What follows belongs to an exercise in optimizing a design on an open flow for small area; a production flow would make more cautious choices. Where RTL was checked, it was by simulation tests only, not by an equivalence proof against the original. The RTL of runs 5 and 6 was laid out without a check of its function. Power and IR drop assume default switching activity.

==> design/flow/design.v <==
package regfile_pkg;
    localparam int XLEN_DEF = 32;
    localparam int NREG_DEF = 32;
    localparam int AW_DEF   = $clog2(NREG_DEF);
    typedef logic [AW_DEF-1:0]   reg_idx_t;
    typedef logic [XLEN_DEF-1:0] xword_t;
    localparam int unsigned ZERO_REG = 0;
endpackage
module regfile_dec5
#(
    parameter int NCOPY  = 1,
    parameter bit USE_EN = 1
) (
    input  logic              en,
    input  logic [4:0]        sel,
    output logic [32*NCOPY-1:0] out
);
    logic [3:0] hi_n;
    logic [7:0] lo_n;
    for (genvar j = 0; j < 4; j++) begin : g_hi
        assign hi_n[j] = !((en || !USE_EN) && (sel[4:3] == 2'(j)));
    end
    for (genvar j = 0; j < 8; j++) begin : g_lo
        assign lo_n[j] = !(sel[2:0] == 3'(j));
    end
    for (genvar c = 0; c < NCOPY; c++) begin : g_copy
        assign out[32*c] = 1'b0;
        for (genvar k = 1; k < 32; k++) begin : g_out
            regfile_nor2 u_nor (.a(hi_n[k >> 3]), .b(lo_n[k & 7]), .y(out[32*c+k]));
        end
    end
endmodule
module regfile_rdbit
#(
    parameter int N    = 32,
    parameter int MODE = 0
) (
    input  logic [N-1:0] sel,
    input  logic [N-1:0] din,
    input  logic         fwd,
    input  logic         fwd_dn,
    output logic         dout
);
    localparam int NG  = N / 3;
    localparam int REM = N % 3;
    localparam int NL  = NG + ((REM != 0) ? 1 : 0);
    localparam int NT  = (NL + 3) / 4;
    localparam int WL  = NL - 4 * (NT - 1);
    logic [NL-1:0] low_n;
    logic [NT-1:0] any;
    for (genvar g = 0; g < NG; g++) begin : g_grp
        regfile_aoi222 u_aoi (
            .a (sel[3*g +: 3]),
            .b (din[3*g +: 3]),
            .y (low_n[g])
        );
    end
    if (REM != 0) begin : g_rem
        assign low_n[NG] = ~|(sel[N-1:3*NG] & din[N-1:3*NG]);
    end
    for (genvar t = 0; t < NT - 1; t++) begin : g_nand
        regfile_nand #(.W(4)) u_nand (.a(low_n[4*t +: 4]), .y(any[t]));
    end
    regfile_nand #(.W(WL)) u_nand_last (.a(low_n[NL-1 -: WL]), .y(any[NT-1]));
    if (MODE == 1) begin : g_fwd
        assign dout = fwd ? !fwd_dn : |any;
    end else if (MODE == 2) begin : g_kill
        assign dout = |any && !fwd;
    end else begin : g_plain
        assign dout = |any;
    end
endmodule
module regfile_aoi222 (
    input  logic [2:0] a,
    input  logic [2:0] b,
    output logic       y
);
    assign y = ~|(a & b);
endmodule
module regfile_aoi22 (
    input  logic [1:0] a,
    input  logic [1:0] b,
    output logic       y
);
    assign y = ~|(a & b);
endmodule
module regfile_nor2 (
    input  logic a,
    input  logic b,
    output logic y
);
    assign y = ~(a | b);
endmodule
module regfile_nand
#(
    parameter int W = 4
) (
    input  logic [W-1:0] a,
    output logic       y
);
    assign y = ~&a;
endmodule
module regfile_sb
#(
    parameter int XLEN  = regfile_pkg::XLEN_DEF,
    parameter int NREG  = regfile_pkg::NREG_DEF,
    parameter int NREAD = 2,
    parameter int AW    = $clog2(NREG)
) (
    input  logic                  clk,
    input  logic                  rst_n,
    input  logic                  wen,
    input  logic [AW-1:0]         dsel,
    input  logic [XLEN-1:0]       d,
    input  logic [NREAD*AW-1:0]   rsel,
    output logic [NREAD*XLEN-1:0] rdata,
    output logic [NREAD-1:0]      rbusy,
    input  logic                  resv_en,
    input  logic [AW-1:0]         resv_sel,
    output logic                  resv_err
);
    logic [XLEN-1:0] regs [1:NREG-1];
    logic [NREG-1:1] busy_q;
    logic            err_q;
    logic            wr_ok;
    logic            rv_ok;
    logic [XLEN-1:0] wdata;
    logic [NREG-1:0] wdec;
    logic [NREG-1:0] rdec;
    assign wr_ok = wen && (dsel != AW'(regfile_pkg::ZERO_REG));
    assign rv_ok = resv_en && (resv_sel != AW'(regfile_pkg::ZERO_REG));
    assign wdata = d & {XLEN{rst_n}};
    logic [XLEN-1:0] d_n;
    assign d_n = ~d;
    regfile_dec5 u_wdec (.en(wen), .sel(dsel), .out(wdec));
    regfile_dec5 u_rdec (.en(resv_en), .sel(resv_sel), .out(rdec));
    for (genvar k = 1; k < NREG; k++) begin : g_reg
        logic wsel;
        assign wsel = wdec[k] || !rst_n;
        always_ff @(posedge clk) begin
            if (wsel) begin
                regs[k] <= wdata;
            end
        end
        always_ff @(posedge clk) begin
            if (!rst_n) begin
                busy_q[k] <= 1'b0;
            end else if (rdec[k]) begin
                busy_q[k] <= 1'b1;
            end else if (wdec[k]) begin
                busy_q[k] <= 1'b0;
            end
        end
    end
    logic rv_busy;
    regfile_rdbit #(.N(NREG - 1), .MODE(0)) u_rvbusy (
        .sel (rdec[NREG-1:1]),
        .din (busy_q & ~wdec[NREG-1:1]),
        .fwd (1'b0),
        .fwd_dn(1'b0),
        .dout(rv_busy)
    );
    always_ff @(posedge clk) begin
        if (!rst_n) begin
            err_q <= 1'b0;
        end else if (rv_busy) begin
            err_q <= 1'b1;
        end
    end
    assign resv_err = err_q;
    for (genvar i = 0; i < NREAD; i++) begin : g_rd
        logic [AW-1:0]   sel;
        logic            hit;
        logic            fwd;
        logic [NREG-1:0] sdec;
        logic [XLEN-1:0] rd_val;
        logic            rd_busy;
        assign sel = rsel[i*AW +: AW];
        assign hit = wr_ok && (dsel == sel);
        assign fwd = hit && !(resv_en && (resv_sel == sel));
        regfile_dec5 #(.USE_EN(0)) u_sdec (.en(1'b1), .sel(sel), .out(sdec));
        for (genvar b = 0; b < XLEN; b++) begin : g_bit
            logic [NREG-2:0] col;
            for (genvar k = 1; k < NREG; k++) begin : g_col
                assign col[k-1] = regs[k][b];
            end
            regfile_rdbit #(.N(NREG - 1), .MODE(1)) u_bit (
                .sel (sdec[NREG-1:1]),
                .din (col),
                .fwd (fwd),
                .fwd_dn(d_n[b]),
                .dout(rd_val[b])
            );
        end
        regfile_rdbit #(.N(NREG - 1), .MODE(2)) u_busy (
            .sel (sdec[NREG-1:1]),
            .din (busy_q),
            .fwd (hit),
            .fwd_dn(1'b0),
            .dout(rd_busy)
        );
        assign rdata[i*XLEN +: XLEN] = rd_val;
        assign rbusy[i]              = rd_busy;
    end
endmodule
==> design/flow/flow/run.sh <==
#!/bin/bash
# Own layout flow: the standard ORFS flow (standard.sh, with its unchanged synthesis,
# floorplan, power grid and tap cells), with two settings changed:
#  - port buffers use the smallest plain buffer instead of the default delay-buffer cell
#    (every input and output port still gets its own buffer; repair may upsize them);
#  - clock tree synthesis inserts no dummy loads and clusters more sinks per leaf buffer.
set -euo pipefail
bash standard.sh \
  "BUFFER_PORTS_ARGS=-buffer_cell sky130_fd_sc_hd__buf_1" \
  "CTS_ARGS=-sink_clustering_enable -repair_clock_nets -dont_use_dummy_load -sink_clustering_size 25 -sink_clustering_max_diameter 100" \
  finish > standard_flow.log 2>&1
==> design/flow/standard.sh <==
#!/bin/bash
# synth_recipe.tcl (not shown) runs the flow's synth.tcl, then flattens the netlist and writes it again
# the make line also repeats each setting of config.mk as NAME=value (left out here)
make -C /OpenROAD-flow-scripts/flow DESIGN_CONFIG=/design/flow/config.mk WORK_HOME=/design/flow/orfs CLKGATE_MAP_FILE= SYNTH_SCRIPT=/design/flow/synth_recipe.tcl "${@:-finish}"
==> design/flow/config.mk <==
export PLATFORM = sky130hd
export DESIGN_NAME = regfile_sb
export DESIGN_NICKNAME = regfile_sb
export VERILOG_FILES = /design/flow/design.v
export SDC_FILE = /design/flow/constraint.sdc
export NUM_CORES = 4
export LEC_CHECK = 0
export CAP_MARGIN = 20
export CORE_MARGIN = 2
export CORE_UTILIZATION = 55
export SETUP_SLACK_MARGIN = 0.2
export SLEW_MARGIN = 20
export SYNTH_HIERARCHICAL = 1
export SYNTH_MINIMUM_KEEP_SIZE = 0
==> design/flow/constraint.sdc <==
create_clock -name core_clock -period 7.0 [get_ports {clk}]
set_input_delay 1.4000 -clock core_clock [delete_from_list [all_inputs] [get_ports {clk}]]
set_output_delay 1.4000 -clock core_clock [all_outputs]
set_load 0.01 [all_outputs]
==> run summary, run 1 <==
# TYPE chip_impl_metric gauge
chip_impl_info{name="outcome",value="complete, no violations"} 1
chip_impl_metric{name="tritoncts_sinks",unit=""} 1024
chip_impl_metric{name="p_leak",unit="uW"} 0.0144
chip_impl_metric{name="worst_path_largest_cell_delay",unit="ns"} 1.09
chip_impl_metric{name="max-slew-margin-rel",unit="%"} 16.3
chip_impl_metric{name="syn_to_final_growth",unit="%"} 10.8
chip_impl_metric{name="grt_pass1_vias",unit=""} 29300
chip_impl_metric{name="ctsHoldBuffers",unit=""} 0
chip_impl_metric{name="drt-wirelength-per-cell",unit="um"} 41.5
chip_impl_metric{name="power.internal",unit="uW"} 8770
chip_impl_metric{name="std_cell_rows",unit=""} 100
chip_impl_metric{name="grt_max_degree",unit=""} 56
chip_impl_metric{name="postSynthCellCount",unit=""} 2469
chip_impl_metric{name="cts.reportedPaths.clkPinSlew",unit="ns"} 0.10
chip_impl_metric{name="drt-total-wl",unit="mm"} 154
chip_impl_metric{name="fin_tns_setup",unit="ns"} 0
chip_impl_info{name="critPathSlowestCell",value="nor4_1"} 1
chip_impl_metric{name="p_seq_share",unit="%"} 64.6
chip_impl_metric{name="synth.cell_area",unit="mm^2"} 0.0414
chip_impl_metric{name="maxCapViolCount",unit=""} 0
chip_impl_metric{name="worstMarginPinSlew",unit="ns"} 1.24
chip_impl_metric{name="finalNetCount",unit=""} 2808
chip_impl_metric{name="buffer_ports.inserted",unit=""} 122
chip_impl_info{name="critical_path.most_common_cell",value="buf_1"} 1
chip_impl_metric{name="global_route_wire_length_before_repair",unit="mm"} 215
chip_impl_metric{name="timing.hold.ws",unit="ns"} 0.547
chip_impl_metric{name="clockPowerShare",unit="%"} 25.7
chip_impl_metric{name="power_per_cell_area",unit="mW/mm^2"} 255
chip_impl_metric{name="grt_antenna_before_repair",unit=""} 6
chip_impl_metric{name="timing.final.crit_share",unit="%"} 90.5
chip_impl_metric{name="report.final.hold_viol_count",unit=""} 0
chip_impl_metric{name="timing.clock.skew",unit="ns"} 0.00350
chip_impl_info{name="cts.root.buffer_cell",value="clkbuf_16"} 1
chip_impl_info{name="cts_tree",value="built"} 1
chip_impl_metric{name="grt_overflow_total",unit=""} 0
chip_impl_metric{name="post_cts_buffers",unit=""} 0
chip_impl_metric{name="die_height",unit="um"} 278
chip_impl_metric{name="net-switching-power",unit="uW"} 2910
chip_impl_info{name="min-delay-path-class",value="reg2reg"} 1
chip_impl_metric{name="initial_cell_density_of_the_core",unit="%"} 55.6
chip_impl_metric{name="worstPathMaxFanout",unit=""} 18
chip_impl_info{name="final_cell_mix",value="edfxtp_1, a222oi_1, nand4_1"} 1
chip_impl_metric{name="fin_util",unit="%"} 61.6
chip_impl_metric{name="final_layout_size_suffix_gt1_share",unit="%"} 10.4
chip_impl_metric{name="ir_drop",unit="V"} 0.000223
chip_impl_info{name="worstSetupEndpointType",value="output port"} 1
chip_impl_metric{name="timing.critical_path.required",unit="ns"} 5.60
chip_impl_metric{name="worstPathArrival",unit="ns"} 4.93
chip_impl_info{name="timing.setup.critical_path_class",value="in2out"} 1
chip_impl_metric{name="maximum_clock_path_buffer_count",unit=""} 3
chip_impl_metric{name="path_buf_inv",unit=""} 3
chip_impl_info{name="path_cells",value="buf_1 > nand2b_1 > nor2_4 > buf_4 > a222oi_1 > nand4_1 > nor4_1 > a21oi_1 > buf_1"} 1
chip_impl_metric{name="postSynthNetCount",unit=""} 2525
chip_impl_metric{name="pin_count",unit=""} 123
chip_impl_metric{name="synth_warnings",unit=""} 8
chip_impl_metric{name="drtIter0Drc",unit=""} 8138
chip_impl_metric{name="power.share.switching",unit="%"} 25.0
chip_impl_metric{name="antenna_left",unit=""} 0
chip_impl_info{name="crit_path_start_kind",value="primary input"} 1
chip_impl_metric{name="detail_route.drc_violations",unit=""} 0
chip_impl_metric{name="comb_power_share",unit="%"} 9.6
chip_impl_metric{name="place_hpwl",unit="mm"} 95.6
chip_impl_metric{name="via_count_of_the_routed_design",unit=""} 31100
chip_impl_metric{name="fmax",unit="MHz"} 158
chip_impl_metric{name="period_needed",unit="ns"} 6.33
chip_impl_metric{name="source_to_sink_clock_delay_at_the_later_pin_of_the_worst_skew_pair",unit="ns"} 0.61
chip_impl_metric{name="cts_resized",unit=""} 0
chip_impl_metric{name="ctsHtreeMaxLevel",unit=""} 2
chip_impl_metric{name="report.final.setup_viol",unit=""} 0
chip_impl_info{name="rsz_0062_raised_after_global_routing",value="false"} 1
chip_impl_metric{name="floorplan.die.width",unit="um"} 278
chip_impl_metric{name="groute.usage.overall",unit="%"} 39.0
chip_impl_metric{name="vias_per_cell",unit=""} 8.34
chip_impl_metric{name="routabilityCongestion",unit=""} 0.999
chip_impl_info{name="path_delay_family",value="simple AND/OR/NAND/NOR gates"} 1
chip_impl_info{name="mostFrequentLayoutCell",value="edfxtp_1"} 1
chip_impl_metric{name="firstDrtPassIters",unit=""} 13
chip_impl_metric{name="final.fill_count",unit=""} 5449
chip_impl_metric{name="design.die.area",unit="mm^2"} 0.0774
chip_impl_metric{name="inserted_clock_buffers",unit=""} 47
chip_impl_metric{name="syn_avg_cell_area",unit="um^2"} 16.8
chip_impl_metric{name="core",unit="mm^2"} 0.0744
chip_impl_metric{name="max_slew_violation_count",unit=""} 0
## power groups by stage
| stage | Combinational [uW] | Clock [uW] | Sequential, uW |
|---|---|---|---|
| 3_3_place_gp | 1070 | 0 | 7640 |
| 5_1_grt | 1150 | 3210 | 7600 |
| 4_1_cts | 1090 | 3010 | 7540 |
| 2_1_floorplan | 514 | 0 | 7600 |
| 3_5_place_dp | 1090 | 0 | 7680 |
| 6_report | 1130 | 3010 | 7550 |
## sequential cells by signal, indices dropped and copies added, names as in the netlist
signal / count
regs: 992
busy_q: 31
err_q: 1
## final timing paths
path	startpoint	endpoint	slack, ns	cells past startpoint
setup / recovery	rsel[3]	rdata[17]	0.67	9
hold reg to reg	err_q	err_q	0.55	1
setup reg to reg	busy_q[16]	err_q	5.03	5
hold / removal	err_q	err_q	0.55	1
## worst reg2reg max path, cell delays in order, from the launching register on
cell,delay (ns)
dfxtp_1,0.34
nor2b_1,0.15
a222oi_1,0.46
nand4_1,0.31
or3_1,0.44
o21a_1,0.17
## final cells by class
type | count | area (um^2) | share of cell area [%]
sequential | 1024 | 30400 | 66.3
multi-input combinational | 1401 | 11300 | 24.7
timing repair buffer | 246 | 1600 | 3.50
tap | 969 | 1210 | 2.64
clock buffer | 47 | 1180 | 2.56
inverter | 32 | 120 | 0.262
antenna | 2 | 5.00 | 0.0109
## layer usage
layer / up-vias / routed length (um) / global-route usage (%)
met2: 2881 / 69300 / 60.6
met5: - / 22 / 0
met4: 4 / 9640 / 19.9
li1: 12300 / - / -
met1: 15400 / 53200 / 51.9
met3: 455 / 22300 / 9.00
## stage by stage
stage	power, uW	cell area (um^2)	setup WS [ns]	std cells
floorplan	8110	41400	1.99	2469
global placement	8710	44600	0.948	3669
detailed placement	8760	44600	0.881	3670
CTS	11600	45800	0.860	3717
global route	12000	45900	0.557	3719
finish	11700	45900	0.668	3721
==> run 2: changes to the inputs <==
--- a/design/flow/config.mk
+++ b/design/flow/config.mk
@@ -7,3 +7,3 @@
 export LEC_CHECK = 0
-export CAP_MARGIN = 20
+export CAP_MARGIN = 5
 export CORE_MARGIN = 2
@@ -11,3 +11,3 @@
 export SETUP_SLACK_MARGIN = 0.2
-export SLEW_MARGIN = 20
+export SLEW_MARGIN = 5
 export SYNTH_HIERARCHICAL = 1
==> run summary, run 2 <==
# TYPE chip_impl_metric gauge
chip_impl_metric{name="worstMarginPinSlew",unit="ns"} 1.36
chip_impl_metric{name="tritoncts_sinks",unit=""} 1024
chip_impl_metric{name="worstPathMaxFanout",unit=""} 18
chip_impl_info{name="outcome",value="complete, no violations"} 1
chip_impl_info{name="regMostFlops",value="regs"} 1
chip_impl_metric{name="number_of_flip_flops_under_the_largest_register_name",unit=""} 992
chip_impl_metric{name="power_per_cell_area",unit="mW/mm^2"} 255
chip_impl_metric{name="final.fill_count",unit=""} 5474
chip_impl_metric{name="report.final.hold_viol_count",unit=""} 0
chip_impl_metric{name="timing.final.crit_share",unit="%"} 89.9
chip_impl_metric{name="timing.hold.ws",unit="ns"} 0.547
chip_impl_info{name="ff_to_ff_end",value="err_q"} 1
chip_impl_metric{name="ctsHoldBuffers",unit=""} 0
chip_impl_metric{name="max_slew_violation_count",unit=""} 0
chip_impl_metric{name="syn_to_final_growth",unit="%"} 10.7
chip_impl_info{name="final_cell_mix",value="edfxtp_1, a222oi_1, nand4_1"} 1
chip_impl_metric{name="max-slew-margin-rel",unit="%"} 9.12
chip_impl_metric{name="report.final.setup_viol",unit=""} 0
chip_impl_metric{name="cts.reportedPaths.clkPinSlew",unit="ns"} 0.11
chip_impl_metric{name="timing.clock.skew",unit="ns"} 0.0193
chip_impl_metric{name="global_route_wire_length_before_repair",unit="mm"} 214
chip_impl_metric{name="vias_per_cell",unit=""} 8.34
chip_impl_info{name="crit_path_start_kind",value="primary input"} 1
chip_impl_metric{name="floorplan.die.width",unit="um"} 278
chip_impl_info{name="critPathSlowestCell",value="nor4_1"} 1
chip_impl_metric{name="maxCapViolCount",unit=""} 0
chip_impl_metric{name="worst-r2r-setup-slack",unit="ns"} 5.03
chip_impl_metric{name="comb_power_share",unit="%"} 9.6
chip_impl_metric{name="postSynthNetCount",unit=""} 2525
chip_impl_info{name="path_cells",value="buf_1 > nand2b_1 > nor2_4 > buf_4 > a222oi_1 > nand4_1 > nor4_1 > a21oi_1 > buf_1"} 1
chip_impl_metric{name="std_cell_rows",unit=""} 100
chip_impl_metric{name="path_buf_inv",unit=""} 3
chip_impl_metric{name="groute.usage.overall",unit="%"} 39.0
chip_impl_metric{name="p_leak",unit="uW"} 0.0143
chip_impl_metric{name="final_layout_size_suffix_gt1_share",unit="%"} 9.79
chip_impl_info{name="worstSetupEndpointType",value="output port"} 1
chip_impl_metric{name="r2r_cells",unit=""} 5
chip_impl_metric{name="maximum_clock_path_buffer_count",unit=""} 3
chip_impl_metric{name="source_to_sink_clock_delay_at_the_later_pin_of_the_worst_skew_pair",unit="ns"} 0.62
chip_impl_info{name="setup.worst_path.start",value="rsel[3]"} 1
chip_impl_metric{name="pin_count",unit=""} 123
chip_impl_info{name="mostFrequentLayoutCell",value="edfxtp_1"} 1
chip_impl_info{name="cts.root.buffer_cell",value="clkbuf_16"} 1
chip_impl_metric{name="synth.cell_area",unit="mm^2"} 0.0414
chip_impl_metric{name="inserted_clock_buffers",unit=""} 47
chip_impl_metric{name="via_count_of_the_routed_design",unit=""} 31000
chip_impl_metric{name="drt-total-wl",unit="mm"} 154
chip_impl_info{name="min-delay-path-class",value="reg2reg"} 1
chip_impl_metric{name="period_needed",unit="ns"} 6.30
chip_impl_metric{name="worst_path_largest_cell_delay",unit="ns"} 1.05
chip_impl_metric{name="power.share.switching",unit="%"} 24.9
chip_impl_info{name="critical_path.most_common_cell",value="buf_1"} 1
chip_impl_metric{name="firstDrtPassIters",unit=""} 14
chip_impl_metric{name="ir_drop",unit="V"} 0.000224
chip_impl_info{name="cts_tree",value="built"} 1
chip_impl_metric{name="synth_warnings",unit=""} 8
chip_impl_metric{name="post_cts_buffers",unit=""} 0
chip_impl_metric{name="postSynthCellCount",unit=""} 2469
chip_impl_metric{name="grt_pass1_vias",unit=""} 29400
chip_impl_metric{name="ctsHtreeMaxLevel",unit=""} 2
chip_impl_info{name="timing.critical_path.to",value="rdata[17]"} 1
chip_impl_info{name="rsz_0062_raised_after_global_routing",value="false"} 1
chip_impl_metric{name="design.die.area",unit="mm^2"} 0.0774
chip_impl_metric{name="grt_overflow_total",unit=""} 0
chip_impl_metric{name="drt-wirelength-per-cell",unit="um"} 41.5
chip_impl_metric{name="crit_cells",unit=""} 9
chip_impl_metric{name="drtIter0Drc",unit=""} 7994
chip_impl_metric{name="place_hpwl",unit="mm"} 95.5
chip_impl_info{name="largest_registers",value="regs: 992 flops, busy_q: 31 flops, err_q: 1 flops"} 1
chip_impl_metric{name="p_seq_share",unit="%"} 64.7
chip_impl_metric{name="fmax",unit="MHz"} 159
chip_impl_metric{name="initial_cell_density_of_the_core",unit="%"} 55.6
chip_impl_metric{name="power.internal",unit="uW"} 8770
chip_impl_info{name="timing.setup.critical_path_class",value="in2out"} 1
chip_impl_metric{name="grt_antenna_before_repair",unit=""} 2
chip_impl_info{name="worstReg2RegStart",value="busy_q[16]"} 1
chip_impl_info{name="path_delay_family",value="simple AND/OR/NAND/NOR gates"} 1
chip_impl_metric{name="finalInstanceArea",unit="mm^2"} 0.0458
chip_impl_metric{name="final-seq-area",unit="mm^2"} 0.0304
chip_impl_metric{name="multiInputGateArea",unit="mm^2"} 0.0113
chip_impl_metric{name="core",unit="mm^2"} 0.0744
chip_impl_metric{name="cts_resized",unit=""} 0
chip_impl_metric{name="worstPathArrival",unit="ns"} 4.90
chip_impl_metric{name="grt_max_degree",unit=""} 56
chip_impl_metric{name="antenna_left",unit=""} 0
chip_impl_metric{name="fin_tns_setup",unit="ns"} 0
chip_impl_metric{name="timing.critical_path.required",unit="ns"} 5.60
chip_impl_metric{name="finalNetCount",unit=""} 2805
chip_impl_metric{name="routabilityCongestion",unit=""} 0.999
chip_impl_metric{name="clockPowerShare",unit="%"} 25.7
chip_impl_metric{name="buffer_ports.inserted",unit=""} 122
chip_impl_metric{name="n_antenna_cell",unit=""} 0
chip_impl_metric{name="standard_cell_area_after_detailed_placement",unit="mm^2"} 0.0446
chip_impl_metric{name="die_height",unit="um"} 278
chip_impl_metric{name="detail_route.drc_violations",unit=""} 0
chip_impl_metric{name="syn_avg_cell_area",unit="um^2"} 16.8
chip_impl_metric{name="net-switching-power",unit="uW"} 2910
run 2: layer usage:
| layer | share of wire [%] | up-vias | track usage, % |
|---|---|---|---|
| li1 | - | 12300 | - |
| met1 | 35 | 15400 | 51.8 |
| met2 | 45 | 2846 | 60.4 |
| met3 | 14 | 446 | 8.42 |
| met4 | 6.3 | 2 | 21.3 |
| met5 | 0.0097 | - | 0 |
run 2: how the worst min path moves through the flow:
| stage | start | to | slack [ns] | cells past startpoint |
|---|---|---|---|---|
| after global routing | err_q | err_q | 0.58 | 1 |
| after CTS | err_q | err_q | 0.56 | 1 |
| after global placement | err_q | err_q | 0.52 | 1 |
| after floorplan | err_q | err_q | 0.51 | 1 |
| after detailed placement | err_q | err_q | 0.53 | 1 |
| final | err_q | err_q | 0.55 | 1 |
run 2: power by group through the flow:
stage	registers, uW	clock network, uW	logic (uW)
final	7550	3000	1120
after floorplan	7600	0	514
after global routing	7600	3200	1150
after CTS	7540	3020	1090
after detailed placement	7680	0	1080
after global placement	7640	0	1070
run 2: layout make-up:
type                    count  share of cell area (%)
multi-input cells        1401                    24.7
flip-flops and latches   1024                    66.5
inverters                  32                   0.262
well taps                 969                    2.65
clock buffers              47                    2.57
repair buffers            243                    3.38
run 2: stage by stage:
step | utilization (%) | power (uW) | cells | setup WS (ns)
after floorplan | - | 8110 | 2469 | 1.99
after detailed placement | 59.9 | 8760 | 3669 | 0.896
after global routing | 61.5 | 11900 | 3716 | 0.685
final | 61.5 | 11700 | 3716 | 0.705
after CTS | 61.5 | 11600 | 3716 | 0.876
after global placement | 59.9 | 8710 | 3669 | 0.948
==> run 3: changes to the inputs <==
--- a/design/flow/config.mk
+++ b/design/flow/config.mk
@@ -7,7 +7,8 @@
 export LEC_CHECK = 0
-export CAP_MARGIN = 5
+export CAP_MARGIN = 20
 export CORE_MARGIN = 2
-export CORE_UTILIZATION = 55
+export CORE_UTILIZATION = 70
+export PLACE_DENSITY = 0.76
 export SETUP_SLACK_MARGIN = 0.2
-export SLEW_MARGIN = 5
+export SLEW_MARGIN = 20
 export SYNTH_HIERARCHICAL = 1
==> run summary, run 3 <==
# TYPE chip_impl_metric gauge
chip_impl_metric{name="finalNetCount",unit=""} 2790
chip_impl_metric{name="drtIter0Drc",unit=""} 10100
chip_impl_metric{name="syn_to_final_growth",unit="%"} 9.70
chip_impl_metric{name="routabilityCongestion",unit=""} 1.05
chip_impl_metric{name="grt_pass1_vias",unit=""} 31100
chip_impl_metric{name="global_route_wire_length_before_repair",unit="mm"} 214
chip_impl_metric{name="initial_cell_density_of_the_core",unit="%"} 70.5
chip_impl_metric{name="die_height",unit="um"} 247
chip_impl_info{name="crit_path_start_kind",value="primary input"} 1
chip_impl_metric{name="cts.reportedPaths.clkPinSlew",unit="ns"} 0.11
chip_impl_metric{name="postSynthNetCount",unit=""} 2525
chip_impl_info{name="min-delay-path-class",value="reg2reg"} 1
chip_impl_metric{name="tritoncts_sinks",unit=""} 1024
chip_impl_metric{name="fmax",unit="MHz"} 157
chip_impl_metric{name="number_of_flip_flops_under_the_largest_register_name",unit=""} 992
chip_impl_metric{name="floorplan.die.width",unit="um"} 247
chip_impl_metric{name="timing.hold.ws",unit="ns"} 0.536
chip_impl_metric{name="drt-total-wl",unit="mm"} 152
chip_impl_metric{name="ctsHtreeMaxLevel",unit=""} 2
chip_impl_metric{name="synth.cell_area",unit="mm^2"} 0.0414
chip_impl_metric{name="vias_per_cell",unit=""} 9.22
chip_impl_info{name="cts_tree",value="built"} 1
chip_impl_info{name="cts.root.buffer_cell",value="clkbuf_16"} 1
chip_impl_metric{name="pin_count",unit=""} 123
chip_impl_metric{name="worstPathMaxFanout",unit=""} 18
chip_impl_metric{name="design.die.area",unit="mm^2"} 0.0611
chip_impl_metric{name="maxCapViolCount",unit=""} 0
chip_impl_info{name="final_cell_mix",value="edfxtp_1, a222oi_1, nand4_1"} 1
chip_impl_metric{name="timing.clock.skew",unit="ns"} 0.0144
chip_impl_metric{name="report.final.hold_viol_count",unit=""} 0
chip_impl_metric{name="max_slew_violation_count",unit=""} 0
chip_impl_metric{name="synth_warnings",unit=""} 8
chip_impl_metric{name="antenna_left",unit=""} 0
chip_impl_metric{name="p_leak",unit="uW"} 0.0142
chip_impl_metric{name="buffer_ports.inserted",unit=""} 122
chip_impl_metric{name="grt_overflow_total",unit=""} 0
chip_impl_metric{name="ctsHoldBuffers",unit=""} 0
chip_impl_info{name="critPathSlowestCell",value="a222oi_1"} 1
chip_impl_metric{name="report.final.setup_viol",unit=""} 0
chip_impl_metric{name="source_to_sink_clock_delay_at_the_later_pin_of_the_worst_skew_pair",unit="ns"} 0.63
chip_impl_info{name="rsz_0062_raised_after_global_routing",value="false"} 1
chip_impl_metric{name="postSynthCellCount",unit=""} 2469
chip_impl_metric{name="timing.final.crit_share",unit="%"} 91.0
chip_impl_metric{name="grt_antenna_before_repair",unit=""} 3
chip_impl_metric{name="firstDrtPassIters",unit=""} 17
chip_impl_metric{name="std_cell_rows",unit=""} 89
chip_impl_metric{name="worst_path_largest_cell_delay",unit="ns"} 0.73
chip_impl_info{name="outcome",value="complete, no violations"} 1
chip_impl_info{name="mostFrequentLayoutCell",value="edfxtp_1"} 1
chip_impl_metric{name="period_needed",unit="ns"} 6.37
chip_impl_metric{name="post_cts_buffers",unit=""} 0
chip_impl_info{name="regMostFlops",value="regs"} 1
chip_impl_metric{name="max-slew-margin-rel",unit="%"} 12.9
chip_impl_metric{name="syn_avg_cell_area",unit="um^2"} 16.8
chip_impl_metric{name="via_count_of_the_routed_design",unit=""} 32300
chip_impl_info{name="largest_registers",value="regs: 992 flops, busy_q: 31 flops, err_q: 1 flops"} 1
chip_impl_metric{name="ir_drop",unit="V"} 0.000290
chip_impl_info{name="timing.setup.critical_path_class",value="in2out"} 1
chip_impl_metric{name="fin_tns_setup",unit="ns"} 0
chip_impl_metric{name="groute.usage.overall",unit="%"} 49.9
chip_impl_info{name="critical_path.most_common_cell",value="buf_1"} 1
chip_impl_metric{name="worstMarginPinSlew",unit="ns"} 1.30
chip_impl_metric{name="drt-wirelength-per-cell",unit="um"} 43.5
chip_impl_metric{name="core",unit="mm^2"} 0.0587
chip_impl_metric{name="inserted_clock_buffers",unit=""} 46
chip_impl_metric{name="grt_max_degree",unit=""} 60
chip_impl_metric{name="maximum_clock_path_buffer_count",unit=""} 3
chip_impl_metric{name="detail_route.drc_violations",unit=""} 0
chip_impl_metric{name="power_per_cell_area",unit="mW/mm^2"} 256
chip_impl_metric{name="worstPathArrival",unit="ns"} 4.97
chip_impl_metric{name="place_hpwl",unit="mm"} 91.9
chip_impl_info{name="path_cells",value="buf_1 > nand2b_1 > nor2_4 > buf_4 > a222oi_1 > nand4_1 > nor4_1 > a21oi_1 > buf_1"} 1
chip_impl_metric{name="timing.critical_path.required",unit="ns"} 5.60
chip_impl_metric{name="final_layout_size_suffix_gt1_share",unit="%"} 9.92
chip_impl_metric{name="cts_resized",unit=""} 0
chip_impl_info{name="worstSetupEndpointType",value="output port"} 1
## run 3: stage by stage
stage                     instances  setup slack [ns]  instance area, um^2  total power [uW]  util, %
after floorplan                2469              1.99                41400              8110        -
after global placement         3459             0.987                44200              8660     75.3
after detailed placement       3459             0.928                44200              8740     75.3
after CTS                      3505             0.898                45400             11500     77.3
after global routing           3505             0.581                45400             11800     77.3
final                          3507             0.632                45400             11600     77.3
## run 3: layout make-up
type	count	area [um^2]
Antenna cell	2	5.00
Clock buffer	46	1150
Fill cell	3333	13300
Inverter	32	120
Multi-Input combinational cell	1401	11400
Sequential cell	1024	30400
Tap cell	773	967
Timing Repair Buffer	229	1370
## run 3: report_power, final
group          switching [uW]  internal (uW)  total [uW]
Combinational             846            272        1120
Sequential                277           7290        7570
Clock                    1770           1180        2950
Total                    2890           8740       11600
## run 3: worst paths after layout
path | start | end | slack (ns) | depth (start not counted)
hold / removal | err_q | err_q | 0.54 | 1
setup reg to reg | busy_q[22] | err_q | 5.20 | 5
hold reg to reg | err_q | err_q | 0.54 | 1
setup / recovery | rsel[3] | rdata[27] | 0.63 | 9
## run 3: layer usage
layer,up-vias,wire length (um),part of all wire [%],GRT usage (%)
met5,-,13,0.0085,0
met4,2,13900,9.1,36.2
met3,782,29100,19,16.2
met2,4097,65100,43,72.0
met1,15200,44300,29,64.0
li1,12200,-,-,-
## run 3: worst max-delay path, delay by kind of cell
| kind | cells | cell delay [ns] |
|---|---|---|
| AOI/OAI and AO/OA | 2 | 0.84 |
| buffers and inverters | 3 | 0.80 |
| and+or+nand+nor | 4 | 1.91 |
==> run 4: changes to the inputs <==
--- a/design/flow/config.mk
+++ b/design/flow/config.mk
@@ -9,4 +9,4 @@
 export CORE_MARGIN = 2
-export CORE_UTILIZATION = 70
-export PLACE_DENSITY = 0.76
+export CORE_UTILIZATION = 65
+export PLACE_DENSITY = 0.72
 export SETUP_SLACK_MARGIN = 0.2
==> run summary, run 4 <==
# TYPE chip_impl_metric gauge
chip_impl_metric{name="maxCapViolCount",unit=""} 0
chip_impl_info{name="ff_to_ff_end",value="err_q"} 1
chip_impl_metric{name="worstPathArrival",unit="ns"} 4.75
chip_impl_metric{name="finalNetCount",unit=""} 2757
chip_impl_metric{name="global_route_wire_length_before_repair",unit="mm"} 204
chip_impl_info{name="worstSetupEndpointType",value="output port"} 1
chip_impl_metric{name="grt_max_degree",unit=""} 69
chip_impl_metric{name="finalInstanceArea",unit="mm^2"} 0.0453
chip_impl_metric{name="cts_resized",unit=""} 0
chip_impl_metric{name="design.die.area",unit="mm^2"} 0.0657
chip_impl_info{name="cts.root.buffer_cell",value="clkbuf_16"} 1
chip_impl_metric{name="max-slew-margin-rel",unit="%"} 14.7
chip_impl_info{name="regMostFlops",value="regs"} 1
chip_impl_metric{name="worstMarginPinSlew",unit="ns"} 1.28
chip_impl_metric{name="std_cell_rows",unit=""} 92
chip_impl_metric{name="buffer_ports.inserted",unit=""} 122
chip_impl_info{name="crit_path_start_kind",value="primary input"} 1
chip_impl_metric{name="ctsHoldBuffers",unit=""} 0
chip_impl_metric{name="groute.usage.overall",unit="%"} 43.1
chip_impl_metric{name="cts.reportedPaths.clkPinSlew",unit="ns"} 0.09
chip_impl_info{name="min-delay-path-class",value="reg2reg"} 1
chip_impl_metric{name="timing.final.crit_share",unit="%"} 87.9
chip_impl_info{name="largest_registers",value="regs: 992 flops, busy_q: 31 flops, err_q: 1 flops"} 1
chip_impl_metric{name="grt_pass1_vias",unit=""} 29700
chip_impl_metric{name="standard_cell_area_after_detailed_placement",unit="mm^2"} 0.0438
chip_impl_info{name="timing.critical_path.to",value="rdata[1]"} 1
chip_impl_metric{name="ctsHtreeMaxLevel",unit=""} 2
chip_impl_metric{name="timing.critical_path.required",unit="ns"} 5.60
chip_impl_metric{name="tritoncts_sinks",unit=""} 1024
chip_impl_metric{name="report.final.setup_viol",unit=""} 0
chip_impl_metric{name="post_cts_buffers",unit=""} 0
chip_impl_info{name="setup.worst_path.start",value="rsel[4]"} 1
chip_impl_metric{name="grt_overflow_total",unit=""} 0
chip_impl_metric{name="r2r_cells",unit=""} 5
chip_impl_metric{name="fin_util",unit="%"} 72.0
chip_impl_metric{name="maximum_clock_path_buffer_count",unit=""} 3
chip_impl_metric{name="place_inst",unit=""} 3484
chip_impl_metric{name="routabilityCongestion",unit=""} 1.12
chip_impl_metric{name="drt-total-wl",unit="mm"} 145
chip_impl_info{name="cts_tree",value="built"} 1
chip_impl_metric{name="drtIter0Drc",unit=""} 8998
chip_impl_info{name="rsz_0062_raised_after_global_routing",value="false"} 1
chip_impl_metric{name="via_count_of_the_routed_design",unit=""} 31300
chip_impl_metric{name="pin_count",unit=""} 123
chip_impl_metric{name="core",unit="mm^2"} 0.0630
chip_impl_metric{name="period_needed",unit="ns"} 6.15
chip_impl_metric{name="worst-r2r-setup-slack",unit="ns"} 5.15
chip_impl_metric{name="grt_antenna_before_repair",unit=""} 1
chip_impl_metric{name="synth.cell_area",unit="mm^2"} 0.0414
chip_impl_metric{name="report.final.hold_viol_count",unit=""} 0
chip_impl_metric{name="syn_to_final_growth",unit="%"} 9.53
chip_impl_metric{name="postSynthCellCount",unit=""} 2469
chip_impl_metric{name="power_per_cell_area",unit="mW/mm^2"} 256
chip_impl_metric{name="floorplan.die.width",unit="um"} 256
chip_impl_metric{name="firstDrtPassIters",unit=""} 14
chip_impl_metric{name="vias_per_cell",unit=""} 8.84
chip_impl_metric{name="max_slew_violation_count",unit=""} 0
chip_impl_metric{name="fmax",unit="MHz"} 163
chip_impl_metric{name="syn_avg_cell_area",unit="um^2"} 16.8
chip_impl_metric{name="antenna_left",unit=""} 0
chip_impl_metric{name="fin_cells",unit=""} 3546
chip_impl_info{name="timing.setup.critical_path_class",value="in2out"} 1
chip_impl_metric{name="worstPathMaxFanout",unit=""} 33
chip_impl_metric{name="final_layout_size_suffix_gt1_share",unit="%"} 8.86
chip_impl_metric{name="inserted_clock_buffers",unit=""} 47
chip_impl_info{name="worstReg2RegStart",value="busy_q[10]"} 1
chip_impl_metric{name="synth_warnings",unit=""} 8
chip_impl_metric{name="ir_drop",unit="V"} 0.000228
chip_impl_metric{name="number_of_flip_flops_under_the_largest_register_name",unit=""} 992
chip_impl_info{name="mostFrequentLayoutCell",value="edfxtp_1"} 1
chip_impl_metric{name="post-layout-total-power",unit="uW"} 11600
chip_impl_metric{name="place_hpwl",unit="mm"} 84.0
chip_impl_metric{name="die_height",unit="um"} 256
chip_impl_metric{name="timing.clock.skew",unit="ns"} 0.00877
chip_impl_info{name="outcome",value="complete, no violations"} 1
chip_impl_metric{name="drt-wirelength-per-cell",unit="um"} 40.9
chip_impl_metric{name="fin_tns_setup",unit="ns"} 0
chip_impl_metric{name="postSynthNetCount",unit=""} 2525
chip_impl_metric{name="initial_cell_density_of_the_core",unit="%"} 65.7
chip_impl_metric{name="p_leak",unit="uW"} 0.0141
chip_impl_metric{name="detail_route.drc_violations",unit=""} 0
chip_impl_info{name="final_cell_mix",value="edfxtp_1, a222oi_1, nand4_1"} 1
chip_impl_metric{name="source_to_sink_clock_delay_at_the_later_pin_of_the_worst_skew_pair",unit="ns"} 0.61
[run 4: cell count changes in the layout (fill, tap and decap cells not counted)]
cell | before | now
buf_4 | 99 | 58
nor2_2 | 1 | 12
buf_6 | 0 | 1
buf_16 | 0 | 7
clkbuf_16 | 46 | 47
nor2_4 | 61 | 50
buf_8 | 0 | 1
and2_1 | 15 | 14
diode_2 | 2 | 1
and2_4 | 0 | 1
buf_12 | 8 | 6
[run 4: worst min path at each step]
stage                from     to  cells past startpoint
floorplan           err_q  err_q                      1
global placement    err_q  err_q                      1
detailed placement  err_q  err_q                      1
CTS                 err_q  err_q                      1
global route        err_q  err_q                      1
finish              err_q  err_q                      1
[run 4: through the flow]
stage          hold slack, ns  setup WS (ns)
6_report                0.494          0.846
5_1_grt                 0.522          0.838
4_1_cts                 0.491           1.10
3_5_place_dp            0.469           1.11
3_3_place_gp            0.453           1.16
2_1_floorplan           0.509           1.99
[run 4: report_power, final]
part	total, uW	internal (uW)	switching (uW)
Clock	2970	1200	1770
Sequential	7560	7290	263
Combinational	1080	264	817
Total	11600	8760	2850
[run 4: layout make-up]
| cell class | instances | area (um^2) |
|---|---|---|
| Antenna cell | 1 | 2.50 |
| Clock buffer | 47 | 1180 |
| Fill cell | 3988 | 17600 |
| Inverter | 32 | 120 |
| Multi-Input combinational cell | 1401 | 11300 |
| Sequential cell | 1024 | 30400 |
| Tap cell | 846 | 1060 |
| Timing Repair Buffer | 195 | 1240 |
[run 4: routing by layer]
layer  GRT usage [%]  up-vias  wire length (um)
met3            9.29      573             24700
met1            58.2    15000             45300
met2            64.0     3557             63100
li1                -    12200                 -
met4            28.4        2             12000
met5               0        -                 7
[run 4: worst max-delay path, cell delays in order]
cell and delay (ns):
buf_1 0.33, nand2b_1 0.52, nor2_4 1.10, a222oi_1 0.34
nand4_1 0.32, nor4_1 0.12, a21oi_1 0.42, buf_1 0.20
==> run 5: changes to the inputs <==
--- a/design/flow/design.v
+++ b/design/flow/design.v
@@ -11,5 +11,7 @@
     parameter int NCOPY  = 1,
-    parameter bit USE_EN = 1
+    parameter bit USE_EN  = 1,
+    parameter bit USE_ALL = 0
 ) (
     input  logic              en,
+    input  logic              all,
     input  logic [4:0]        sel,
@@ -20,6 +22,6 @@
     for (genvar j = 0; j < 4; j++) begin : g_hi
-        assign hi_n[j] = !((en || !USE_EN) && (sel[4:3] == 2'(j)));
+        assign hi_n[j] = !((all && USE_ALL) || ((en || !USE_EN) && (sel[4:3] == 2'(j))));
     end
     for (genvar j = 0; j < 8; j++) begin : g_lo
-        assign lo_n[j] = !(sel[2:0] == 3'(j));
+        assign lo_n[j] = !((all && USE_ALL) || (sel[2:0] == 3'(j)));
     end
@@ -134,7 +136,7 @@
     assign d_n = ~d;
-    regfile_dec5 u_wdec (.en(wen), .sel(dsel), .out(wdec));
-    regfile_dec5 u_rdec (.en(resv_en), .sel(resv_sel), .out(rdec));
+    regfile_dec5 #(.USE_ALL(1)) u_wdec (.en(wen), .all(!rst_n), .sel(dsel), .out(wdec));
+    regfile_dec5 u_rdec (.en(resv_en), .all(1'b0), .sel(resv_sel), .out(rdec));
     for (genvar k = 1; k < NREG; k++) begin : g_reg
         logic wsel;
-        assign wsel = wdec[k] || !rst_n;
+        assign wsel = wdec[k];
         always_ff @(posedge clk) begin
@@ -180,3 +182,3 @@
         assign fwd = hit && !(resv_en && (resv_sel == sel));
-        regfile_dec5 #(.USE_EN(0)) u_sdec (.en(1'b1), .sel(sel), .out(sdec));
+        regfile_dec5 #(.USE_EN(0)) u_sdec (.en(1'b1), .all(1'b0), .sel(sel), .out(sdec));
         for (genvar b = 0; b < XLEN; b++) begin : g_bit
--- a/design/flow/config.mk
+++ b/design/flow/config.mk
@@ -7,8 +7,7 @@
 export LEC_CHECK = 0
-export CAP_MARGIN = 20
+export CAP_MARGIN = 5
 export CORE_MARGIN = 2
-export CORE_UTILIZATION = 65
-export PLACE_DENSITY = 0.72
+export CORE_UTILIZATION = 55
 export SETUP_SLACK_MARGIN = 0.2
-export SLEW_MARGIN = 20
+export SLEW_MARGIN = 5
 export SYNTH_HIERARCHICAL = 1
==> run summary, run 5 <==
# TYPE chip_impl_metric gauge
chip_impl_metric{name="detail_route.drc_violations",unit=""} 0
chip_impl_metric{name="maximum_clock_path_buffer_count",unit=""} 3
chip_impl_metric{name="standard_cell_area_after_detailed_placement",unit="mm^2"} 0.0447
chip_impl_metric{name="timing.clock.skew",unit="ns"} 0.0198
chip_impl_info{name="cts_tree",value="built"} 1
chip_impl_metric{name="fin_tns_setup",unit="ns"} 0
chip_impl_metric{name="worstPathMaxFanout",unit=""} 18
chip_impl_metric{name="place_inst",unit=""} 3705
chip_impl_metric{name="max-slew-margin-rel",unit="%"} 8.08
chip_impl_metric{name="ir_drop",unit="V"} 0.000196
chip_impl_metric{name="n_antenna_cell",unit=""} 0
chip_impl_metric{name="firstDrtPassIters",unit=""} 19
chip_impl_metric{name="pin_count",unit=""} 123
chip_impl_metric{name="p_leak",unit="uW"} 0.0138
chip_impl_metric{name="maxCapViolCount",unit=""} 0
chip_impl_info{name="crit_path_start_kind",value="primary input"} 1
chip_impl_metric{name="initial_cell_density_of_the_core",unit="%"} 55.4
chip_impl_metric{name="drt-wirelength-per-cell",unit="um"} 41.3
chip_impl_metric{name="groute.usage.overall",unit="%"} 39.3
chip_impl_metric{name="std_cell_rows",unit=""} 100
chip_impl_metric{name="place_hpwl",unit="mm"} 97.4
chip_impl_info{name="regMostFlops",value="regs"} 1
chip_impl_info{name="cts.root.buffer_cell",value="clkbuf_16"} 1
chip_impl_info{name="largest_registers",value="regs: 992 flops, busy_q: 31 flops, err_q: 1 flops"} 1
chip_impl_metric{name="synth_warnings",unit=""} 8
chip_impl_metric{name="cts.reportedPaths.clkPinSlew",unit="ns"} 0.11
chip_impl_metric{name="syn_to_final_growth",unit="%"} 11.7
chip_impl_metric{name="worstMarginPinSlew",unit="ns"} 1.38
chip_impl_metric{name="report.final.hold_viol_count",unit=""} 0
chip_impl_info{name="outcome",value="complete, no violations"} 1
chip_impl_metric{name="drt-total-wl",unit="mm"} 155
chip_impl_metric{name="fin_cells",unit=""} 3751
chip_impl_metric{name="antenna_left",unit=""} 0
chip_impl_info{name="min-delay-path-class",value="reg2reg"} 1
chip_impl_info{name="worstSetupEndpointType",value="output port"} 1
chip_impl_metric{name="via_count_of_the_routed_design",unit=""} 31400
chip_impl_metric{name="report.final.setup_viol",unit=""} 0
chip_impl_metric{name="synth.cell_area",unit="mm^2"} 0.0411
chip_impl_metric{name="cts_resized",unit=""} 0
chip_impl_metric{name="finalNetCount",unit=""} 2840
chip_impl_metric{name="ctsHtreeMaxLevel",unit=""} 2
chip_impl_metric{name="drtIter0Drc",unit=""} 8549
chip_impl_metric{name="buffer_ports.inserted",unit=""} 122
chip_impl_metric{name="timing.critical_path.required",unit="ns"} 5.60
chip_impl_info{name="timing.setup.critical_path_class",value="in2out"} 1
chip_impl_metric{name="grt_max_degree",unit=""} 46
chip_impl_metric{name="inserted_clock_buffers",unit=""} 46
chip_impl_metric{name="ctsHoldBuffers",unit=""} 0
chip_impl_metric{name="source_to_sink_clock_delay_at_the_later_pin_of_the_worst_skew_pair",unit="ns"} 0.64
chip_impl_info{name="final_cell_mix",value="edfxtp_1, a222oi_1, buf_4"} 1
chip_impl_metric{name="period_needed",unit="ns"} 6.35
chip_impl_info{name="worst_hold_startpoint",value="err_q"} 1
chip_impl_metric{name="fin_util",unit="%"} 61.9
chip_impl_metric{name="worstPathArrival",unit="ns"} 4.95
chip_impl_metric{name="final_layout_size_suffix_gt1_share",unit="%"} 11.8
chip_impl_info{name="rsz_0062_raised_after_global_routing",value="false"} 1
chip_impl_metric{name="syn_avg_cell_area",unit="um^2"} 16.6
chip_impl_metric{name="grt_overflow_total",unit=""} 0
chip_impl_metric{name="fmax",unit="MHz"} 157
chip_impl_info{name="setup.worst_path.start",value="rsel[8]"} 1
chip_impl_metric{name="core",unit="mm^2"} 0.0742
chip_impl_metric{name="design.die.area",unit="mm^2"} 0.0769
chip_impl_metric{name="grt_pass1_vias",unit=""} 29700
chip_impl_metric{name="grt_antenna_before_repair",unit=""} 2
chip_impl_metric{name="post-layout-total-power",unit="uW"} 11900
chip_impl_metric{name="post_cts_buffers",unit=""} 0
chip_impl_metric{name="max_slew_violation_count",unit=""} 0
chip_impl_metric{name="timing.final.crit_share",unit="%"} 90.7
chip_impl_metric{name="postSynthNetCount",unit=""} 2530
chip_impl_metric{name="number_of_flip_flops_under_the_largest_register_name",unit=""} 992
chip_impl_metric{name="tritoncts_sinks",unit=""} 1024
chip_impl_metric{name="die_height",unit="um"} 277
chip_impl_metric{name="floorplan.die.width",unit="um"} 277
chip_impl_metric{name="vias_per_cell",unit=""} 8.37
chip_impl_info{name="mostFrequentLayoutCell",value="edfxtp_1"} 1
chip_impl_metric{name="finalInstanceArea",unit="mm^2"} 0.0459
chip_impl_metric{name="global_route_wire_length_before_repair",unit="mm"} 216
chip_impl_metric{name="power_per_cell_area",unit="mW/mm^2"} 259
chip_impl_info{name="worstReg2RegStart",value="busy_q[10]"} 1
chip_impl_metric{name="postSynthCellCount",unit=""} 2474
chip_impl_metric{name="routabilityCongestion",unit=""} 0.991
[run 5: changes by cell type in the layout (fill, tap and decap cells not counted), moves of 7 or more]
| cell | delta |
|---|---|
| a31oi_1 | +8 |
| and2_1 | -14 |
| and2_2 | -19 |
| buf_16 | -7 |
| buf_4 | +80 |
| nand2b_2 | -28 |
| nor2_1 | +39 |
| nor2_2 | +22 |
| nor2_4 | +35 |
| o21a_1 | -32 |
[run 5: per-layer routing]
layer  wire [um]  vias to the layer above  global-route usage, %
li1            -                    12300                      -
met1       51900                    15400                   52.4
met2       68400                     3172                   59.7
met3       23700                      526                   9.45
met4       10900                        4                   22.5
met5          27                        -                      0
[run 5: final timing paths]
check                    to  slack (ns)  depth (start not counted)
setup reg to reg      err_q        5.06                          6
hold reg to reg       err_q        0.49                          2
setup / recovery  rdata[45]        0.65                          9
hold / removal        err_q        0.49                          2
[run 5: final cells by class]
class                   count  area, um^2
flip-flops and latches   1024       30400
well taps                 969        1210
repair buffers            272        1730
fillers                  5481       28300
multi-input cells        1402       11200
clock buffers              46        1150
inverters                  38         144
[run 5: worst max-delay path, stage by stage]
cell and delay, ns:
buf_1 0.30, nand2b_1 0.70, nor2_4 0.28, buf_4 0.31, a222oi_1 0.56, nand4_1 0.33
nor4_1 0.80, a21oi_1 0.09, buf_1 0.17
[run 5: power breakdown]
part	switching (uW)	leakage [uW]	internal, uW	total [uW]
logic	965	0.00406	311	1280
registers	289	0.00915	7360	7650
clock network	1790	0.000567	1180	2970
total	3040	0.0138	8850	11900
[run 5: per-stage QoR]
step | hold slack, ns | setup WS, ns
floorplan | 0.505 | 1.95
global placement | 0.455 | 0.883
detailed placement | 0.472 | 0.947
CTS | 0.497 | 0.920
global route | 0.531 | 0.713
finish | 0.491 | 0.648
==> run 6: changes to the inputs <==
--- a/design/flow/config.mk
+++ b/design/flow/config.mk
@@ -9,3 +9,4 @@
 export CORE_MARGIN = 2
-export CORE_UTILIZATION = 55
+export CORE_UTILIZATION = 65
+export PLACE_DENSITY = 0.72
 export SETUP_SLACK_MARGIN = 0.2
==> run summary, run 6 <==
# TYPE chip_impl_metric gauge
chip_impl_info{name="outcome",value="complete, no violations"} 1
chip_impl_metric{name="crit_cells",unit=""} 9
chip_impl_metric{name="via_count_of_the_routed_design",unit=""} 32400
chip_impl_metric{name="die_height",unit="um"} 255
chip_impl_metric{name="timing.final.crit_share",unit="%"} 91.5
chip_impl_metric{name="grt_antenna_before_repair",unit=""} 0
chip_impl_info{name="path_delay_family",value="simple AND/OR/NAND/NOR gates"} 1
chip_impl_metric{name="ctsHoldBuffers",unit=""} 0
chip_impl_metric{name="postSynthNetCount",unit=""} 2530
chip_impl_metric{name="fmax",unit="MHz"} 156
chip_impl_info{name="largest_registers",value="regs: 992 flops, busy_q: 31 flops, err_q: 1 flops"} 1
chip_impl_metric{name="global_route_wire_length_before_repair",unit="mm"} 217
chip_impl_metric{name="buffer_ports.inserted",unit=""} 122
chip_impl_metric{name="cts.reportedPaths.clkPinSlew",unit="ns"} 0.05
chip_impl_metric{name="detail_route.drc_violations",unit=""} 0
chip_impl_info{name="worstReg2RegStart",value="busy_q[7]"} 1
chip_impl_metric{name="vias_per_cell",unit=""} 8.97
chip_impl_metric{name="final_layout_size_suffix_gt1_share",unit="%"} 11.3
chip_impl_metric{name="worst_path_largest_cell_delay",unit="ns"} 0.74
chip_impl_metric{name="final.fill_count",unit=""} 4052
chip_impl_metric{name="grt_overflow_total",unit=""} 0
chip_impl_metric{name="n_antenna_cell",unit=""} 0
chip_impl_metric{name="ir_drop",unit="V"} 0.000244
chip_impl_info{name="cts_tree",value="built"} 1
chip_impl_metric{name="max-slew-margin-rel",unit="%"} 5.70
chip_impl_metric{name="report.final.setup_viol",unit=""} 0
chip_impl_metric{name="dp_worst_setup_slack",unit="ns"} 0.926
chip_impl_metric{name="worstPathMaxFanout",unit=""} 21
chip_impl_info{name="timing.setup.critical_path_class",value="in2out"} 1
chip_impl_info{name="mostFrequentLayoutCell",value="edfxtp_1"} 1
chip_impl_metric{name="report.final.hold_viol_count",unit=""} 0
chip_impl_metric{name="maxCapViolCount",unit=""} 0
chip_impl_info{name="ff_to_ff_end",value="err_q"} 1
chip_impl_metric{name="pin_count",unit=""} 123
chip_impl_metric{name="grt_pass1_vias",unit=""} 31300
chip_impl_metric{name="cell_depth_of_the_worst_min_delay_path",unit=""} 2
chip_impl_metric{name="initial_cell_density_of_the_core",unit="%"} 65.4
chip_impl_metric{name="post_cts_buffers",unit=""} 0
chip_impl_metric{name="path_buf_inv",unit=""} 3
chip_impl_info{name="cts.root.buffer_cell",value="clkbuf_16"} 1
chip_impl_metric{name="period_needed",unit="ns"} 6.41
chip_impl_metric{name="drt-total-wl",unit="mm"} 153
chip_impl_metric{name="place_hpwl",unit="mm"} 92.3
chip_impl_metric{name="postSynthCellCount",unit=""} 2474
chip_impl_info{name="path_cells",value="buf_1 > nand2b_1 > nor2_4 > buf_4 > a222oi_1 > nand4_1 > nor4_1 > a21oi_1 > buf_1"} 1
chip_impl_metric{name="routabilityCongestion",unit=""} 1.05
chip_impl_metric{name="antenna_left",unit=""} 0
chip_impl_metric{name="design.die.area",unit="mm^2"} 0.0653
chip_impl_info{name="regMostFlops",value="regs"} 1
chip_impl_metric{name="postLayoutSetupSlackWorst",unit="ns"} 0.595
chip_impl_metric{name="drtIter0Drc",unit=""} 9783
chip_impl_info{name="min-delay-path-class",value="reg2reg"} 1
chip_impl_metric{name="r2r_cells",unit=""} 6
chip_impl_metric{name="fin_tns_setup",unit="ns"} 0
chip_impl_info{name="worst_hold_startpoint",value="err_q"} 1
chip_impl_metric{name="p_leak",unit="uW"} 0.0137
chip_impl_metric{name="source_to_sink_clock_delay_at_the_later_pin_of_the_worst_skew_pair",unit="ns"} 0.62
chip_impl_metric{name="floorplan.die.width",unit="um"} 255
chip_impl_info{name="rsz_0062_raised_after_global_routing",value="false"} 1
chip_impl_info{name="crit_path_start_kind",value="primary input"} 1
chip_impl_info{name="critical_path.most_common_cell",value="buf_1"} 1
chip_impl_info{name="worstSetupEndpointType",value="output port"} 1
chip_impl_info{name="critPathSlowestCell",value="nand2b_1"} 1
chip_impl_metric{name="cts_resized",unit=""} 0
chip_impl_metric{name="max_slew_violation_count",unit=""} 0
chip_impl_metric{name="timing.clock.skew",unit="ns"} 0.0543
chip_impl_metric{name="syn_to_final_growth",unit="%"} 11.0
chip_impl_info{name="holdPathEnd",value="err_q"} 1
chip_impl_metric{name="firstDrtPassIters",unit=""} 15
chip_impl_metric{name="drt-wirelength-per-cell",unit="um"} 42.4
chip_impl_metric{name="post-layout-total-power",unit="uW"} 11900
chip_impl_metric{name="core",unit="mm^2"} 0.0629
chip_impl_metric{name="syn_avg_cell_area",unit="um^2"} 16.6
chip_impl_metric{name="ctsHtreeMaxLevel",unit=""} 2
chip_impl_metric{name="timing.critical_path.required",unit="ns"} 5.60
chip_impl_metric{name="worst-r2r-setup-slack",unit="ns"} 5.05
chip_impl_metric{name="tritoncts_sinks",unit=""} 1024
chip_impl_metric{name="groute.usage.overall",unit="%"} 46.1
chip_impl_metric{name="synth.cell_area",unit="mm^2"} 0.0411
chip_impl_metric{name="power_per_cell_area",unit="mW/mm^2"} 261
chip_impl_metric{name="std_cell_rows",unit=""} 92
chip_impl_metric{name="finalNetCount",unit=""} 2826
chip_impl_metric{name="grt_max_degree",unit=""} 46
chip_impl_metric{name="inserted_clock_buffers",unit=""} 47
chip_impl_info{name="final_cell_mix",value="edfxtp_1, a222oi_1, nand4_1"} 1
chip_impl_metric{name="worstMarginPinSlew",unit="ns"} 1.41
chip_impl_metric{name="synth_warnings",unit=""} 8
chip_impl_metric{name="maximum_clock_path_buffer_count",unit=""} 3
chip_impl_metric{name="number_of_flip_flops_under_the_largest_register_name",unit=""} 992
chip_impl_metric{name="worstPathArrival",unit="ns"} 5.01
==> run 6: worst max path at each step <==
stage,startpoint,endpoint,slack [ns]
2_1_floorplan,rst_n,err_q,1.95
3_3_place_gp,rsel[3],rdata[17],0.92
3_5_place_dp,rsel[3],rdata[8],0.93
4_1_cts,rsel[3],rdata[4],0.89
5_1_grt,rsel[3],rdata[4],0.56
6_report,rsel[9],rdata[49],0.59
==> run 6: stage by stage <==
stage | hold slack [ns] | cell area, um^2 | util (%) | cells
global route | 0.503 | 45600 | 72.6 | 3614
detailed placement | 0.465 | 44400 | 70.7 | 3567
global placement | 0.456 | 44400 | 70.7 | 3567
floorplan | 0.505 | 41100 | - | 2474
finish | 0.470 | 45600 | 72.6 | 3614
CTS | 0.478 | 45600 | 72.6 | 3614
==> run 6: per-layer routing <==
metal  up-vias  GRT usage (%)  wire length (um)
met1     15300           60.2             46200
met3       852           15.6             29100
met4         2           30.6             14000
met2      3944           66.2             64000
met5         -          0.658                58
li1      12300              -                 -
==> run 6: report_power, final <==
group / total (uW) / switching (uW) / internal (uW) / leakage (uW)
registers: 7660 / 305 / 7360 / 0.00915
clock network: 2980 / 1770 / 1200 / 0.000579
logic: 1290 / 981 / 305 / 0.00397
==> run 6: worst min-delay path, cell delays in order, from the launching register on <==
cell,delay (ns)
dfxtp_1,0.32
nor2_1,0.05
nor2_1,0.06
==> run 6: cell type report <==
cell class,count,area (um^2),share of cell area (%)
repair buffers,257,1600,3.50
multi-input cells,1402,11200,24.6
well taps,846,1060,2.32
flip-flops and latches,1024,30400,66.7
clock buffers,47,1180,2.58
inverters,38,144,0.315

[port drivers added, routing unchanged]
The results above use ideal ports. As a check the final layouts listed here were re-extracted and re-timed, cells and wires unchanged. Step 1 assumes that a clkbuf_16 drives the clock port and a buf_2 every other input. Step 2 moves the port delays by t, midway between the first and last clock arrival at a register: inputs arrive t later, outputs are due t later. That takes back most of the time a late clock gives input paths. Three values: ideal, step 1, step 2; two values: the first two.
run | t, ns | setup slack, ns | hold slack, ns | worst slew at a driven data input, ns
run 1 | 0.699 | 0.668 / 0.645 / 0.645 | 0.547 / 0.547 / 0.547 | 0.04
run 2 | 0.695 | 0.705 / 0.678 / 0.678 | 0.547 / 0.547 / 0.547 | 0.04
run 3 | 0.697 | 0.632 / 0.609 / 0.609 | 0.536 / 0.536 / 0.536 | 0.04
run 4 | 0.696 | 0.846 / 0.821 / 0.821 | 0.494 / 0.494 / 0.494 | 0.04
run 5 | 0.696 | 0.648 / 0.609 / 0.609 | 0.491 / 0.491 / 0.491 | 0.04
run 6 | 0.676 | 0.595 / 0.556 / 0.556 | 0.470 / 0.470 / 0.470 | 0.04
After both steps setup and hold are still met in every run listed.
